From an optimization exercise on the open Yosys and OpenROAD flow, aimed at small area and a short achievable clock period; shortcuts taken in it are not production practice. Function was checked by simulation only, so behaviour that the tests miss may differ from the original. Power figures rest on the tool's default switching activity, not on a simulated workload.

==> 02-11 <==
// mipsExMemPath
module mipsExMemPath (
  input  wire         Clk,
  input  wire         Reset,
  input  wire         InstrValid,
  input  wire [31:0]  Instr,
  input  wire [31:0]  RsValue,
  input  wire [31:0]  RtValue,
  input  wire [31:0]  PcPlus4,
  output logic        BranchTaken,
  output logic [31:0] BranchTarget,
  output logic        WbRegWrite,
  output logic [4:0]  WbWriteReg,
  output logic [31:0] WbData
);
==> flow/config.mk <==
export PLATFORM = sky130hd
export DESIGN_NAME = mipsExMemPath
export DESIGN_NICKNAME = mipsExMemPath
export VERILOG_FILES = /design/flow/design.v
export SDC_FILE = /design/flow/constraint.sdc
export NUM_CORES = 4
export LEC_CHECK = 0
export CAP_MARGIN = 20
export CORE_MARGIN = 2
export CORE_UTILIZATION = 35
export CTS_CLUSTER_DIAMETER = 90
export CTS_CLUSTER_SIZE = 26
export PLACE_DENSITY = 0.45
export SETUP_SLACK_MARGIN = 3.5
export SLEW_MARGIN = 20
export SYNTH_MEMORY_MAX_BITS = 16384
==> flow/constraint.sdc <==
create_clock -name core_clock -period 7.0 [get_ports {Clk}]
set_input_delay 1.4000 -clock core_clock [delete_from_list [all_inputs] [get_ports {Clk}]]
set_output_delay 1.4000 -clock core_clock [all_outputs]
set_load 0.01 [all_outputs]
run.sh (not shown) runs the stock make flow with config.mk's settings and CLKGATE_MAP_FILE= SYNTH_SCRIPT=/design/flow/synth_recipe.tcl, a recipe that flattens the netlist after the stock synthesis.
==> 05-28 (differences from 02-11) <==
--- a/flow/design.v
+++ b/flow/design.v
@@ -12,27 +12,29 @@
   input  wire [31:0]  Instr,
   input  wire [31:0]  RsValue,
   input  wire [31:0]  RtValue,
   input  wire [31:0]  PcPlus4,
   output logic [31:0] OperandA,
   output logic [31:0] OperandB,
-  output logic [31:0] PcResult,    
+  output logic [31:0] PcResult,
   output logic [4:0]  Shamt,
   output logic [9:0]  MemAddr,
   output logic [15:0] HiSel,
   output logic [15:0] LoSel,
   output logic        OpAdd,
   output logic        OpAnd,
   output logic        OpOr,
   output logic        OpXor,
   output logic        OpSlt,
   output logic        OpSltu,
   output logic        OpShift,
+  output logic        OpPc,
   output logic        SubMode,
   output logic        ShiftRev,
-  output logic        BranchTaken,
+  output logic        Branch,
+  output logic        BranchNe,
   output logic        RegWrite,
   output logic [4:0]  WriteReg,
   output logic [3:0]  LaneWe,
   output logic        Load,
   output logic [1:0]  LoadSize,
   output logic        LoadUnsigned
@@ -73,25 +75,24 @@
   logic [31:0] rtRev;
   logic [31:0] bNext;
   logic [4:0]  shamtNext;
   logic [4:0]  destNext;
   logic [9:0]  addrNext;
   logic [3:0]  laneNext;
-  logic [31:0] aNext;
+  logic [31:0] pcAddend;
   assign sextImm = {{16{Instr[15]}}, Instr[15:0]};
   always_comb begin
     if (Instr[27])      storeRep = RtValue;
     else if (Instr[26]) storeRep = {2{RtValue[15:0]}};
     else                storeRep = {4{RtValue[7:0]}};
   end
   always_comb begin
     for (int i = 0; i < 32; i++) rtRev[i] = RtValue[31-i];
   end
   always_comb begin
-    if (isJal)                  bNext = 32'd4;
-    else if (iAddiu || iSlti)   bNext = sextImm;
+    if (iAddiu || iSlti)        bNext = sextImm;
     else if (iAndi || iOri || iLui) bNext = {16'd0, Instr[15:0]};
     else if (isStore)           bNext = storeRep;
     else if (rSrl)              bNext = rtRev;
     else                        bNext = RtValue;
   end
   always_comb begin
@@ -107,44 +108,46 @@
   assign addrNext = RsValue[9:0] + Instr[9:0];
   always_comb begin
     if (Instr[27])      laneNext = 4'b1111;
     else if (Instr[26]) laneNext = addrNext[1] ? 4'b1100 : 4'b0011;
     else                laneNext = 4'b0001 << addrNext[1:0];
   end
-  assign aNext = isJal ? PcPlus4 : RsValue;
+  assign pcAddend = isJal ? 32'd4 : {sextImm[29:0], 2'b00};
   always_ff @(posedge Clk) begin
-    OperandA     <= aNext;
+    OperandA     <= RsValue;
     OperandB     <= bNext;
-    PcResult     <= PcPlus4 + {sextImm[29:0], 2'b00};
+    PcResult     <= PcPlus4 + pcAddend;
     Shamt        <= shamtNext;
     MemAddr      <= addrNext;
     for (int i = 0; i < 16; i++) begin
       HiSel[i] <= addrNext[9:6] == i[3:0];
       LoSel[i] <= addrNext[5:2] == i[3:0];
     end
-    OpAdd        <= rAddu | rSubu | iAddiu | isJal;
+    OpAdd        <= rAddu | rSubu | iAddiu;
     OpAnd        <= rAnd | iAndi;
     OpOr         <= rOr | iOri;
     OpXor        <= rXor;
     OpSlt        <= rSlt | iSlti;
     OpSltu       <= rSltu;
     OpShift      <= rSll | rSrl | iLui | isStore;
-    SubMode      <= rSubu | rSlt | rSltu | iSlti;
+    OpPc         <= isJal;
+    SubMode      <= rSubu | rSlt | rSltu | iSlti | isBeq | isBne;
     ShiftRev     <= rSrl;
+    BranchNe     <= isBne;
     WriteReg     <= destNext;
     Load         <= isLoad;
     LoadSize     <= Instr[27:26];
     LoadUnsigned <= Instr[28];
   end
   always_ff @(posedge Clk or posedge Reset) begin
     if (Reset) begin
-      BranchTaken <= 1'b0;
+      Branch   <= 1'b0;
       RegWrite <= 1'b0;
       LaneWe   <= 4'b0;
     end else begin
-      BranchTaken <= InstrValid && (isBeq && RsValue == RtValue || isBne && RsValue != RtValue);
+      Branch   <= InstrValid && (isBeq || isBne);
       RegWrite <= InstrValid && (rAny || iAny || isLoad || isJal) && destNext != 5'd0;
       LaneWe   <= (InstrValid && isStore) ? laneNext : 4'b0;
     end
   end
 endmodule
 `default_nettype wire
@@ -154,20 +157,25 @@
   input  wire         OpAnd,
   input  wire         OpOr,
   input  wire         OpXor,
   input  wire         OpSlt,
   input  wire         OpSltu,
   input  wire         OpShift,
+  input  wire         OpPc,
   input  wire         OpHold,
   input  wire [31:0]  HoldValue,
   input  wire         SubMode,
   input  wire         ShiftRev,
+  input  wire         Branch,
+  input  wire         BranchNe,
   input  wire [31:0]  OperandA,
   input  wire [31:0]  OperandB,
+  input  wire [31:0]  PcResult,
   input  wire [4:0]   Shamt,
-  output logic [31:0] Result
+  output logic [31:0] Result,
+  output logic        BranchTaken
 );
   logic [32:0] sum;
   logic        ltS;
   logic        ltU;
   logic [31:0] shl;
   logic [31:0] shOut;
@@ -183,62 +191,49 @@
            | ({32{OpAnd}}   & (OperandA & OperandB))
            | ({32{OpOr}}    & (OperandA | OperandB))
            | ({32{OpXor}}   & (OperandA ^ OperandB))
            | ({32{OpSlt}}   & {31'd0, ltS})
            | ({32{OpSltu}}  & {31'd0, ltU})
            | ({32{OpShift}} & shOut)
+           | ({32{OpPc}}    & PcResult)
            | ({32{OpHold}}  & HoldValue);
   end
+  assign BranchTaken = Branch && ((sum[31:0] == 32'd0) ^ BranchNe);
 endmodule
 `default_nettype wire
 `default_nettype none
 module exMemReg (
   input  wire         Clk,
   input  wire         Reset,
   input  wire [31:0]  ResultIn,
   input  wire [31:0]  TargetIn,
   input  wire         BranchTakenIn,
   input  wire [9:0]   MemAddrIn,
-  input  wire [15:0]  HiSelIn,
-  input  wire [15:0]  LoSelIn,
   input  wire [31:0]  ReadRawIn,
   input  wire [3:0]   LaneWeIn,
   input  wire         RegWriteIn,
   input  wire [4:0]   WriteRegIn,
   input  wire         LoadIn,
   input  wire [1:0]   LoadSizeIn,
   input  wire         LoadUnsignedIn,
   output logic [31:0] ResultOut,
   output logic [31:0] TargetOut,
   output logic        BranchTakenOut,
-  output logic [15:0] WriteHiNOut,
-  output logic [63:0] WriteLoLaneNOut,
+  output logic [7:0]  WordAddrOut,
   output logic [31:0] ReadRawOut,
   output logic [3:0]  ForwardOut,
+  output logic [3:0]  LaneWeOut,
   output logic        RegWriteOut,
   output logic [4:0]  WriteRegOut,
   output logic [13:0] LoadSelOut
 );
   logic [1:0]  off;
   logic        isB, isH, isW, sgn;
   logic [13:0] loadSel;
   logic [3:0]  forward;
-  logic [63:0] loLane;
-  logic        hiMatch;
-  always_comb begin
-    for (int j = 0; j < 16; j++)
-      for (int l = 0; l < 4; l++) loLane[4*j+l] = LoSelIn[j] && LaneWeIn[l];
-  end
-  assign hiMatch = |(HiSelIn & ~WriteHiNOut);
-  always_comb begin
-    for (int l = 0; l < 4; l++) begin
-      forward[l] = 1'b0;
-      for (int j = 0; j < 16; j++) forward[l] = forward[l] | (LoSelIn[j] && !WriteLoLaneNOut[4*j+l]);
-      forward[l] = forward[l] && hiMatch;
-    end
-  end
+  assign forward = (MemAddrIn[9:2] == WordAddrOut) ? LaneWeOut : 4'b0;
   assign off = MemAddrIn[1:0];
   assign isB = LoadIn && LoadSizeIn == 2'b00;
   assign isH = LoadIn && LoadSizeIn == 2'b01;
   assign isW = LoadIn && LoadSizeIn[1];
   assign sgn = !LoadUnsignedIn;
   assign loadSel = {
@@ -257,48 +252,58 @@
     isB && off == 2'd1,                               
     LoadIn && off == 2'd0                             
   };
   always_ff @(posedge Clk) begin
     ResultOut   <= ResultIn;
     TargetOut   <= TargetIn;
-    WriteHiNOut <= ~HiSelIn;
+    WordAddrOut <= MemAddrIn[9:2];
     ReadRawOut  <= ReadRawIn;
     ForwardOut  <= forward;
     WriteRegOut <= WriteRegIn;
     LoadSelOut  <= loadSel;
   end
   always_ff @(posedge Clk or posedge Reset) begin
     if (Reset) begin
       BranchTakenOut <= 1'b0;
-      WriteLoLaneNOut <= '1;
+      LaneWeOut      <= 4'b0;
       RegWriteOut    <= 1'b0;
     end else begin
       BranchTakenOut <= BranchTakenIn;
-      WriteLoLaneNOut <= ~loLane;
+      LaneWeOut      <= LaneWeIn;
       RegWriteOut    <= RegWriteIn;
     end
   end
 endmodule
 `default_nettype wire
 `default_nettype none
 module dataMemStage (
   input  wire         Clk,
-  input  wire [15:0]  WriteHiN,
-  input  wire [63:0]  WriteLoLaneN,
+  input  wire [7:0]   WriteAddr,
+  input  wire [3:0]   LaneWe,
   input  wire [31:0]  StoreData,
   input  wire [15:0]  ReadHiSel,
   input  wire [15:0]  ReadLoSel,
   output logic [31:0] ReadWord
 );
   localparam int Words = mipsPkg::DataMemWords;
   logic [Words-1:0][31:0] mem;
+  logic [15:0]            wHi;
+  logic [15:0]            wLo;
+  logic [63:0]            wLoLane;
   logic [15:0][31:0]      group;
+  always_comb begin
+    for (int i = 0; i < 16; i++) begin
+      wHi[i] = WriteAddr[7:4] == i[3:0];
+      wLo[i] = WriteAddr[3:0] == i[3:0];
+      for (int l = 0; l < 4; l++) wLoLane[4*i+l] = wLo[i] && LaneWe[l];
+    end
+  end
   for (genvar w = 0; w < Words; w++) begin : gWord
     for (genvar l = 0; l < 4; l++) begin : gLane
       always_ff @(posedge Clk) begin
-        if (!(WriteHiN[w/16] || WriteLoLaneN[4*(w%16)+l])) mem[w][8*l +: 8] <= StoreData[8*l +: 8];
+        if (wHi[w/16] && wLoLane[4*(w%16)+l]) mem[w][8*l +: 8] <= StoreData[8*l +: 8];
       end
     end
   end
   always_comb begin
     for (int h = 0; h < 16; h++) begin
       group[h] = '0;
@@ -372,61 +377,61 @@
   output logic [31:0] WbData
 );
   logic [31:0] exA, exB, exPc;
   logic [4:0]  exShamt;
   logic [9:0]  exAddr;
   logic [15:0] exHiSel, exLoSel;
-  logic        exOpAdd, exOpAnd, exOpOr, exOpXor, exOpSlt, exOpSltu, exOpShift;
+  logic        exOpAdd, exOpAnd, exOpOr, exOpXor, exOpSlt, exOpSltu, exOpShift, exOpPc;
   logic        exSub, exShiftRev;
-  logic        exTaken, exRegWrite, exLoad, exLoadUnsigned;
+  logic        exBranch, exBranchNe, exRegWrite, exLoad, exLoadUnsigned;
   logic [4:0]  exWriteReg;
   logic [3:0]  exLaneWe;
   logic [1:0]  exLoadSize;
   logic [31:0] exResult;
+  logic        exTaken;
   logic [31:0] exReadWord;
   logic [31:0] memResult;
-  logic [15:0] memWriteHiN;
-  logic [63:0] memWriteLoLaneN;
+  logic [7:0]  memWordAddr;
   logic [31:0] memReadRaw;
   logic [3:0]  memForward;
+  logic [3:0]  memLaneWe;
   logic        memRegWrite;
   logic [4:0]  memWriteReg;
   logic [13:0] memLoadSel;
   controlDecoder decode (
     .Clk(Clk), .Reset(Reset), .InstrValid(InstrValid), .Instr(Instr),
     .RsValue(RsValue), .RtValue(RtValue), .PcPlus4(PcPlus4),
     .OperandA(exA), .OperandB(exB), .PcResult(exPc), .Shamt(exShamt), .MemAddr(exAddr),
     .HiSel(exHiSel), .LoSel(exLoSel),
     .OpAdd(exOpAdd), .OpAnd(exOpAnd), .OpOr(exOpOr), .OpXor(exOpXor), .OpSlt(exOpSlt),
-    .OpSltu(exOpSltu), .OpShift(exOpShift), .SubMode(exSub),
-    .ShiftRev(exShiftRev), .BranchTaken(exTaken),
+    .OpSltu(exOpSltu), .OpShift(exOpShift), .OpPc(exOpPc), .SubMode(exSub),
+    .ShiftRev(exShiftRev), .Branch(exBranch), .BranchNe(exBranchNe),
     .RegWrite(exRegWrite), .WriteReg(exWriteReg), .LaneWe(exLaneWe), .Load(exLoad),
     .LoadSize(exLoadSize), .LoadUnsigned(exLoadUnsigned)
   );
   aluExecute execute (
     .OpAdd(exOpAdd), .OpAnd(exOpAnd), .OpOr(exOpOr), .OpXor(exOpXor), .OpSlt(exOpSlt),
-    .OpSltu(exOpSltu), .OpShift(exOpShift), .OpHold(exLoad),
+    .OpSltu(exOpSltu), .OpShift(exOpShift), .OpPc(exOpPc), .OpHold(exLoad),
     .HoldValue(memResult), .SubMode(exSub),
-    .ShiftRev(exShiftRev),
-    .OperandA(exA), .OperandB(exB), .Shamt(exShamt),
-    .Result(exResult)
+    .ShiftRev(exShiftRev), .Branch(exBranch), .BranchNe(exBranchNe),
+    .OperandA(exA), .OperandB(exB), .PcResult(exPc), .Shamt(exShamt),
+    .Result(exResult), .BranchTaken(exTaken)
   );
   exMemReg exMem (
     .Clk(Clk), .Reset(Reset),
     .ResultIn(exResult), .TargetIn(exPc), .BranchTakenIn(exTaken), .MemAddrIn(exAddr),
-    .HiSelIn(exHiSel), .LoSelIn(exLoSel),
     .ReadRawIn(exReadWord), .LaneWeIn(exLaneWe), .RegWriteIn(exRegWrite),
     .WriteRegIn(exWriteReg), .LoadIn(exLoad),
     .LoadSizeIn(exLoadSize), .LoadUnsignedIn(exLoadUnsigned),
     .ResultOut(memResult), .TargetOut(BranchTarget), .BranchTakenOut(BranchTaken),
-    .WriteHiNOut(memWriteHiN), .WriteLoLaneNOut(memWriteLoLaneN), .ReadRawOut(memReadRaw), .ForwardOut(memForward),
-    .RegWriteOut(memRegWrite), .WriteRegOut(memWriteReg),
+    .WordAddrOut(memWordAddr), .ReadRawOut(memReadRaw), .ForwardOut(memForward),
+    .LaneWeOut(memLaneWe), .RegWriteOut(memRegWrite), .WriteRegOut(memWriteReg),
     .LoadSelOut(memLoadSel)
   );
   dataMemStage dataMem (
-    .Clk(Clk), .WriteHiN(memWriteHiN), .WriteLoLaneN(memWriteLoLaneN), .StoreData(memResult),
+    .Clk(Clk), .WriteAddr(memWordAddr), .LaneWe(memLaneWe), .StoreData(memResult),
     .ReadHiSel(exHiSel), .ReadLoSel(exLoSel), .ReadWord(exReadWord)
   );
   memWbResult memWb (
     .Clk(Clk), .Reset(Reset), .RegWrite(memRegWrite), .WriteReg(memWriteReg),
     .LoadSel(memLoadSel), .Result(memResult), .ReadRaw(memReadRaw), .Forward(memForward),
     .WbRegWrite(WbRegWrite), .WbWriteReg(WbWriteReg), .WbData(WbData)
- SETUP_SLACK_MARGIN: 3.5 -> 3.4
==> comparison <==
In 02-11 the routed wire length is higher than in 05-28, by 4.9%. Sequential cell count: 05-28 is lower than 02-11 (58). Against 02-11, the critical path depth of 05-28 is higher by 11. Clock power: 02-11 is lower than 05-28 (about 4%). Utilization: 02-11 is lower than 05-28 (0.35 points). Against 05-28, the non-clock buffer count of 02-11 is higher by 95.
==> figures <==
Routed met3 length: 05-28 75.9 mm; 02-11 80.2 mm
Minimum setup slack among reg-to-reg paths: 05-28 3180 ps; 02-11 3410 ps
Instance count on the critical path: 05-28 19; 02-11 8
# rows: 05-28 347; 02-11 349
Share of cell area taken by flip-flops and latches: 05-28 0.726; 02-11 0.730
Result of the run: 05-28 finished clean; 02-11 finished clean
R2R Path Start: 05-28 decode.LoSel[9]; 02-11 decode.LoSel[8]
Die height: 05-28 951 um; 02-11 955 um
Maximum number of pins on one net before global-route repair: 05-28 188; 02-11 209
Share of synthesized area occupied by flip-flops and latches: 05-28 0.806; 02-11 0.804
Non-clock buffer instance count of the final layout: 05-28 766; 02-11 861
Via count of the first global-routing pass: 05-28 171267; 02-11 174342
Ratio of final minimum period to clock period: 05-28 0.565; 02-11 0.512

-- afterwards: timing with drivers on the ports --
The results above use ideal ports. As a check the final layouts listed here were re-extracted and re-timed, cells and wires unchanged. Step 1: set_driving_cell puts a clkbuf_16 on Clk and a buf_2 on each other input, an assumption about the parent block. Step 2 adds t to the input delays and takes it off the output delays; t is the mean of the earliest and latest rising clock arrival at the registers after step 1. Input paths then give back, and output paths get back, about the clock's delay inside the block. Slacks: no drivers / after step 1 / after step 2; pairs: no drivers / after step 1.
run | shift t [ns] | slack for setup (ns) | clock arrival spread, ns | slew at the worst register clock pin (ns)
02-11 | 1.262 | 3.415 / 3.415 / 2.368 | 0.089 / 0.089 | 0.12 / 0.12
05-28 | 1.250 | 3.048 / 3.140 / 1.891 | 0.090 / 0.089 | 0.11 / 0.11
After both steps setup and hold are still met in every run listed. The setup slack of 05-28, which loses most, moves by +0.092 ns with the drivers and by -1.157 ns with both steps.
